Source: an optimization exercise on an open RTL-to-GDS flow (aim: small area). Production flows keep margins and buffers that such runs may drop. Function was checked by simulation only, so behaviour that the tests miss may differ from the original. Power is estimated from default activity; no workload was simulated.

Design csr_top, start of the top module:
module csr_top (
    input  wire logic         i_clk,
    input  wire logic         i_rst_n,
    input  wire logic         i_valid,
    input  wire logic [31:0]  i_pc,
    input  wire logic         i_except_valid,
    input  wire logic [4:0]   i_except_code,
    input  wire logic [31:0]  i_tval,
    input  wire logic [2:0]   i_sys_op,
    input  wire logic [11:0]  i_csr_addr,
    input  wire logic [31:0]  i_data,
    input  wire logic         i_flush,
    input  wire logic         i_int_ext,
    input  wire logic         i_int_timer,
    input  wire logic         i_int_soft,
    output logic              o_wb_valid,
    output logic [31:0]       o_wb_pc,
    output logic              o_wb_redirect,
    output logic [31:0]       o_data,
    output logic [1:0]        o_priv,
    output logic [31:0]       o_status,
    output logic [11:0]       o_intp,
    output logic [11:0]       o_inte
);
    logic         priv_m;      
    logic         st_mie;      
    logic         st_mpie;     
    logic         st_mpp;      
    logic [31:0]  mie;
    logic [2:0]   mip_sw;      
    logic [31:0]  mtvec;
    logic [31:0]  mscratch;
    logic [31:0]  mepc;
    logic [31:0]  mcause;
    logic [31:0]  mtval;
    logic [31:0]  cnt_lo;
    logic [31:0]  cnt_hi;
    logic         valid_q;
    logic         redirect_q;
    logic [31:0]  pc_q;
    logic [31:0]  data_q;
    logic ev, mark_int, mark_sys, sys;
    logic is_exc, is_int, is_ecall, is_ebreak, is_mret, is_csr, is_trap;
    assign ev        = i_valid & i_except_valid;
    assign mark_int  = (i_except_code == 5'd25);
    assign mark_sys  = (i_except_code == 5'd24);
    assign sys       = ev & mark_sys;
  ...
clock: 5.0 ns
lec_check: 0
abc_area: 1
cap_margin: 20
core_margin: 2
core_utilization: 65
cts_buf_list: sky130_fd_sc_hd__clkbuf_16
cts_cluster_diameter: 120
cts_cluster_size: 25
place_density: 0.75
slew_margin: 20
standard.sh (not shown) runs the stock make flow with config.mk's settings and CLKGATE_MAP_FILE= SYNTH_SCRIPT=/design/flow/synth_recipe.tcl, a recipe that flattens the netlist after the stock synthesis.
==> flow/flow/run.sh <==
#!/bin/bash
# Own layout flow: the standard flow (standard.sh) with three changes that only affect
# how the layout is built: an area-only ABC mapping script in synthesis, the smallest buffer
# (buf_1) as the port buffer on every input and output, and nothing else changed.
set -euo pipefail
W=$(pwd)
export AREA_ABC_SCRIPT="$W/flow/abc_area_only.script"
export FLOW_SYNTH_TCL="$W/synth_recipe.tcl"
export BUFFER_PORTS_ARGS="-buffer_cell sky130_fd_sc_hd__buf_1"
bash standard.sh SYNTH_SCRIPT="$W/flow/synth_area.tcl" finish > "$W/flow_make.log" 2>&1
==> flow/flow/abc_area_only.script <==
strash
&get -n
&st
&dc2
&dch -x -C 5000
&nf -a -R 1000
&put
strash
&get -n
&st
&dc2
&dch -x -C 5000
&nf -a -R 1000
&put
strash
&get -n
&st
&dc2
&dch -x -C 5000
&nf -a -R 1000
&put
strash
&get -n
&st
&dc2
&dch -x -C 5000
&nf -a -R 1000
&put
==> flow/flow/synth_area.tcl <==
# The standard synthesis (synth_recipe.tcl, sourced unchanged) with one difference: the
# combinational mapping runs an area-only ABC script. Flip-flop mapping, flattening and
# naming are untouched, so the registers match the standard synthesis.
proc abc {args} {
  set i [lsearch -exact $args -script]
  if { $i >= 0 } {
    set args [lreplace $args [expr { $i + 1 }] [expr { $i + 1 }] $::env(AREA_ABC_SCRIPT)]
  }
  yosys abc {*}$args
}
source $::env(FLOW_SYNTH_TCL)
Rerun with:
--- a/flow/design.v
+++ b/flow/design.v
@@ -149,23 +149,28 @@
             priv_m  <= st_mpp;
             st_mie  <= st_mpie;
         end else if (cw && a_mstatus) begin
             st_mie  <= wnew[3];
             st_mpie <= wnew[7];
             st_mpp  <= wnew[12] | wnew[11];
         end
     end
-    logic        lo_carry;
-    assign lo_carry = &cnt_lo;
+    logic        wr_lo, lo_max;
+    assign wr_lo = !i_rst_n || (cw && a_mcycle);
     always_ff @(posedge i_clk) begin
-        if (!i_rst_n || (cw && a_mcycle))  cnt_lo <= wnew;
-        else                               cnt_lo <= cnt_lo + 32'd1;
+        if (wr_lo) begin
+            cnt_lo <= wnew;
+            lo_max <= &wnew;
+        end else begin
+            cnt_lo <= cnt_lo + 32'd1;
+            lo_max <= (cnt_lo == 32'hffff_fffe);
+        end
         if (!i_rst_n || (cw && a_mcycleh)) cnt_hi <= wnew;
-        else                               cnt_hi <= cnt_hi + {31'd0, lo_carry};
+        else                               cnt_hi <= cnt_hi + {31'd0, lo_max};
     end
     always_ff @(posedge i_clk) begin
         valid_q    <= upd & i_valid;
         redirect_q <= upd & (is_trap | is_mret);
         pc_q       <= i_pc;
         data_q     <= rd;
     end
     assign o_wb_valid    = valid_q;
Effect: The changed run finished clean. Global-route usage went up by 0.71 points. Design area hardly moves. Utilization went down by 0.37 points. Setup slack gains 740 ps. Non-clock buffer count does not change. Clock skew went down by 4.4 ps. First-iteration DRC count went up by about 27%. Wire length went up by about 0.6%. Sequential share of layout area hardly moves. Total power went up by about 0.7%.


Setup of ember:
The RTL this note starts from:
==> flow/design.v <==
`timescale 1ns/1ps
`default_nettype none
module csr_top (
    input  wire logic         i_clk,
    input  wire logic         i_rst_n,
    input  wire logic         i_valid,
    input  wire logic [31:0]  i_pc,
    input  wire logic         i_except_valid,
    input  wire logic [4:0]   i_except_code,
    input  wire logic [31:0]  i_tval,
    input  wire logic [2:0]   i_sys_op,
    input  wire logic [11:0]  i_csr_addr,
    input  wire logic [31:0]  i_data,
    input  wire logic         i_flush,
    input  wire logic         i_int_ext,
    input  wire logic         i_int_timer,
    input  wire logic         i_int_soft,
    output logic              o_wb_valid,
    output logic [31:0]       o_wb_pc,
    output logic              o_wb_redirect,
    output logic [31:0]       o_data,
    output logic [1:0]        o_priv,
    output logic [31:0]       o_status,
    output logic [11:0]       o_intp,
    output logic [11:0]       o_inte
);
    logic         priv_m;      
    logic         st_mie;      
    logic         st_mpie;     
    logic         st_mpp;      
    logic [31:0]  mie;
    logic [2:0]   mip_sw;      
    logic [31:0]  mtvec;
    logic [31:0]  mscratch;
    logic [31:0]  mepc;
    logic [31:0]  mcause;
    logic [31:0]  mtval;
    logic [31:0]  cnt_lo;
    logic [31:0]  cnt_hi;
    logic         valid_q;
    logic         redirect_q;
    logic [31:0]  pc_q;
    logic [31:0]  data_q;
    logic ev, mark_int, mark_sys, sys;
    logic is_exc, is_int, is_ecall, is_ebreak, is_mret, is_csr, is_trap;
    assign ev        = i_valid & i_except_valid;
    assign mark_int  = (i_except_code == 5'd25);
    assign mark_sys  = (i_except_code == 5'd24);
    assign sys       = ev & mark_sys;
    assign is_exc    = ev & ~mark_int & ~mark_sys;
    assign is_int    = ev & mark_int;
    assign is_ecall  = sys & (i_sys_op == 3'd1);
    assign is_ebreak = sys & (i_sys_op == 3'd2);
    assign is_mret   = sys & (i_sys_op == 3'd3);
    assign is_csr    = sys & i_sys_op[2] & ~(i_sys_op[1] & i_sys_op[0]);
    assign is_trap   = is_exc | is_int | is_ecall | is_ebreak;
    logic a_mstatus, a_misa, a_mie, a_mtvec, a_mscratch, a_mepc, a_mcause, a_mtval, a_mip;
    logic a_mcycle, a_mcycleh, a_cycle, a_cycleh;
    assign a_mstatus  = (i_csr_addr == 12'h300);
    assign a_misa     = (i_csr_addr == 12'h301);
    assign a_mie      = (i_csr_addr == 12'h304);
    assign a_mtvec    = (i_csr_addr == 12'h305);
    assign a_mscratch = (i_csr_addr == 12'h340);
    assign a_mepc     = (i_csr_addr == 12'h341);
    assign a_mcause   = (i_csr_addr == 12'h342);
    assign a_mtval    = (i_csr_addr == 12'h343);
    assign a_mip      = (i_csr_addr == 12'h344);
    assign a_mcycle   = (i_csr_addr == 12'hb00);
    assign a_mcycleh  = (i_csr_addr == 12'hb80);
    assign a_cycle    = (i_csr_addr == 12'hc00);
    assign a_cycleh   = (i_csr_addr == 12'hc80);
    logic [31:0] mip_rd, status_rd, rd;
    assign mip_rd    = {20'b0, mip_sw[2] | i_int_ext, 3'b0, mip_sw[1] | i_int_timer, 3'b0,
                        mip_sw[0] | i_int_soft, 3'b0};
    assign status_rd = {19'b0, st_mpp, st_mpp, 3'b0, st_mpie, 3'b0, st_mie, 3'b0};
    logic s_data, s_mtvec, s_mepc, s_mepc0, s_mstatus, s_misa, s_mie, s_mscratch;
    logic s_mcause, s_mtval, s_mip, s_lo, s_hi;
    assign s_data     = ~(is_trap | is_mret | is_csr);
    assign s_mtvec    = is_trap | (is_csr & a_mtvec);
    assign s_mepc0    = is_csr & a_mepc;
    assign s_mepc     = is_mret | s_mepc0;
    assign s_mstatus  = is_csr & a_mstatus;
    assign s_misa     = is_csr & a_misa;
    assign s_mie      = is_csr & a_mie;
    assign s_mscratch = is_csr & a_mscratch;
    assign s_mcause   = is_csr & a_mcause;
    assign s_mtval    = is_csr & a_mtval;
    assign s_mip      = is_csr & a_mip;
    assign s_lo       = is_csr & (a_mcycle | a_cycle);
    assign s_hi       = is_csr & (a_mcycleh | a_cycleh);
    assign rd = ({32{s_data}}     & i_data)
              | ({32{s_mtvec}}    & mtvec)
              | ({32{s_mepc}}     & {mepc[31:1], mepc[0] & s_mepc0})
              | ({32{s_mstatus}}  & status_rd)
              | ({32{s_misa}}     & 32'h4000_1105)
              | ({32{s_mie}}      & mie)
              | ({32{s_mscratch}} & mscratch)
              | ({32{s_mcause}}   & mcause)
              | ({32{s_mtval}}    & mtval)
              | ({32{s_mip}}      & mip_rd)
              | ({32{s_lo}}       & cnt_lo)
              | ({32{s_hi}}       & cnt_hi);
    logic op_a, op_b, op_c;
    logic [31:0] wnew;
    assign op_a = i_rst_n & is_csr & ~i_sys_op[1];   
    assign op_b = i_rst_n & is_csr & i_sys_op[0];    
    assign op_c = i_rst_n & is_csr & i_sys_op[1];    
    assign wnew = (i_data & {32{op_a}}) | (rd & ({32{op_b}} | ({32{op_c}} & ~i_data)));
    logic upd, cw, tw, mw;
    assign upd = i_rst_n & ~i_flush;
    assign cw  = upd & is_csr;
    assign tw  = upd & is_trap;
    assign mw  = upd & is_mret;
    logic [2:0]  icode;   
    logic        r11, r7, r3;
    logic [31:0] t_cause, t_tval;
    assign r11 = mie[11] & (mip_sw[2] | i_int_ext);
    assign r7  = mie[7]  & (mip_sw[1] | i_int_timer);
    assign r3  = mie[3]  & (mip_sw[0] | i_int_soft);
    assign icode = {r11, ~r11 & ~r3 & r7, r11 | r3 | r7};
    always_comb begin
        if (is_exc)         t_cause = {27'b0, i_except_code};
        else if (is_ecall)  t_cause = {28'b0, 1'b1, 1'b0, priv_m, priv_m};
        else if (is_ebreak) t_cause = 32'd3;
        else                t_cause = {1'b1, 27'b0, icode[2], icode[1], icode[0], icode[0]};
    end
    assign t_tval = ({32{is_exc}} & i_tval) | ({32{is_ebreak}} & i_pc);
    always_ff @(posedge i_clk) begin
        if (!i_rst_n || (cw && a_mtvec))    mtvec    <= wnew;
        if (!i_rst_n || (cw && a_mscratch)) mscratch <= wnew;
        if (!i_rst_n || (cw && a_mie))      mie      <= wnew;
        if (!i_rst_n || tw || (cw && a_mepc))   mepc   <= ({32{tw}} & i_pc) | wnew;
        if (!i_rst_n || tw || (cw && a_mcause)) mcause <= ({32{tw}} & t_cause) | wnew;
        if (!i_rst_n || tw || (cw && a_mtval))  mtval  <= ({32{tw}} & t_tval) | wnew;
        if (!i_rst_n || (cw && a_mip))      mip_sw   <= {wnew[11], wnew[7], wnew[3]};
    end
    always_ff @(posedge i_clk) begin
        if (!i_rst_n) begin
            priv_m  <= 1'b1;
            st_mie  <= 1'b0;
            st_mpie <= 1'b0;
            st_mpp  <= 1'b0;
        end else if (tw) begin
            priv_m  <= 1'b1;
            st_mie  <= 1'b0;
            st_mpie <= st_mie;
            st_mpp  <= priv_m;
        end else if (mw) begin
            priv_m  <= st_mpp;
            st_mie  <= st_mpie;
        end else if (cw && a_mstatus) begin
            st_mie  <= wnew[3];
            st_mpie <= wnew[7];
            st_mpp  <= wnew[12] | wnew[11];
        end
    end
    logic        wr_lo, lo_max;
    assign wr_lo = !i_rst_n || (cw && a_mcycle);
    always_ff @(posedge i_clk) begin
        if (wr_lo) begin
            cnt_lo <= wnew;
            lo_max <= &wnew;
        end else begin
            cnt_lo <= cnt_lo + 32'd1;
            lo_max <= (cnt_lo == 32'hffff_fffe);
        end
        if (!i_rst_n || (cw && a_mcycleh)) cnt_hi <= wnew;
        else                               cnt_hi <= cnt_hi + {31'd0, lo_max};
    end
    always_ff @(posedge i_clk) begin
        valid_q    <= upd & i_valid;
        redirect_q <= upd & (is_trap | is_mret);
        pc_q       <= i_pc;
        data_q     <= rd;
    end
    assign o_wb_valid    = valid_q;
    assign o_wb_redirect = redirect_q;
    assign o_wb_pc       = pc_q;
    assign o_data        = data_q;
    assign o_priv        = {priv_m, priv_m};
    assign o_status      = status_rd;
    assign o_intp        = mip_rd[11:0];
    assign o_inte        = mie[11:0];
endmodule
`default_nettype wire
Settings: LEC_CHECK=0, ABC_AREA=1, CAP_MARGIN=20, CORE_MARGIN=2, CORE_UTILIZATION=65, CTS_BUF_LIST=sky130_fd_sc_hd__clkbuf_8, CTS_CLUSTER_DIAMETER=80, CTS_CLUSTER_SIZE=14, PLACE_DENSITY=0.75, SLEW_MARGIN=20; clock period 5.0 ns.
==> flow/flow/run.sh <==
#!/bin/bash
# Own layout flow: the standard flow (standard.sh) with two changes that only affect how
# the layout is built: area-only ABC mapping in synthesis (best of the flow/abc_a*.script
# scripts), and the smallest buffer (buf_1) as the port buffer on every input and output.
set -euo pipefail
W=$(pwd)
export AREA_ABC_DIR="$W/flow"
export AREA_STAT_FILE="$W/abc_area_stat.txt"
export FLOW_SYNTH_TCL="$W/synth_recipe.tcl"
export BUFFER_PORTS_ARGS="-buffer_cell sky130_fd_sc_hd__buf_1"
bash standard.sh SYNTH_SCRIPT="$W/flow/synth_area.tcl" finish > "$W/flow_make.log" 2>&1
Other scripts of this flow, unchanged in this note and not shown: flow/flow/abc_a1.script, flow/flow/abc_a2.script, flow/flow/abc_a3.script, flow/flow/abc_a4.script, flow/flow/abc_a5.script, flow/flow/synth_area.tcl
ember was carried through to the last stage, and its layout satisfied the timing, DRC and antenna checks.
--- input diff ember..tundra ---
-- flow/design.v --
<<< ember, line 155
        end
    end
    logic        wr_lo, lo_max;
    assign wr_lo = !i_rst_n || (cw && a_mcycle);
    always_ff @(posedge i_clk) begin
        if (wr_lo) begin
            cnt_lo <= wnew;
            lo_max <= &wnew;
        end else begin
            cnt_lo <= cnt_lo + 32'd1;
            lo_max <= (cnt_lo == 32'hffff_fffe);
        end
        if (!i_rst_n || (cw && a_mcycleh)) cnt_hi <= wnew;
        else                               cnt_hi <= cnt_hi + {31'd0, lo_max};
    end
    always_ff @(posedge i_clk) begin
>>> tundra, line 155
        end
    end
    logic        lo_carry;
    assign lo_carry = &cnt_lo;
    always_ff @(posedge i_clk) begin
        if (!i_rst_n || (cw && a_mcycle))  cnt_lo <= wnew;
        else                               cnt_lo <= cnt_lo + 32'd1;
        if (!i_rst_n || (cw && a_mcycleh)) cnt_hi <= wnew;
        else                               cnt_hi <= cnt_hi + {31'd0, lo_carry};
    end
    always_ff @(posedge i_clk) begin
Findings:
tundra: done, clean on timing, DRC and antenna
Between tundra and ember, the summed area of non-filler cells in the final layout does not differ in any meaningful way.
Going from ember to tundra, the data required time at the worst endpoint was found to have gone down by 0.09 ns.
The setup slack of tundra is smaller than that of ember.
tundra -> ember: quantity of hold-fixing buffers added after cts flat
Diff ember -> tundra | via count | down slightly
Comparing power per cell area for tundra and ember, the smaller number came from tundra.
Lower fraction of area in multi-input gates among tundra and ember: ember
tundra — synthesized area about 0.7% lower, ember as reference
tundra and ember ended up with roughly the same sequential power.
ember has higher number of buffers other than clock buffers in the final layout than tundra.

## port drivers added, routing unchanged
In the flow no input, the clock included, has a driving cell. The finished layouts below were timed again as built, in two steps.
Step 1 assumes that a clkbuf_16 drives the clock port and a buf_2 every other input.
Step 2, shift: input delay + t, output delay - t, t = (earliest + latest rising clock arrival at the registers) / 2. This alone moves slack from input paths to output paths.
Slacks: no drivers / after step 1 / after step 2; pairs: no drivers / after step 1.
run | t (ns) | slack for setup (ns) | latest minus earliest clock arrival (ns)
the first run of note 1 | 0.542 | 0.195 / 0.195 / 0.195 | 0.031 / 0.031
the second run of note 1 | 0.551 | 0.938 / 0.966 / 0.415 | 0.031 / 0.032
ember | 0.636 | 0.859 / 0.886 / 0.250 | 0.021 / 0.022
tundra | 0.612 | 0.274 / 0.274 / 0.274 | 0.026 / 0.026
After both steps setup and hold are still met in every run listed. For ember, which loses most, drivers alone change the setup slack by +0.027 ns; drivers and shift together by -0.609 ns.
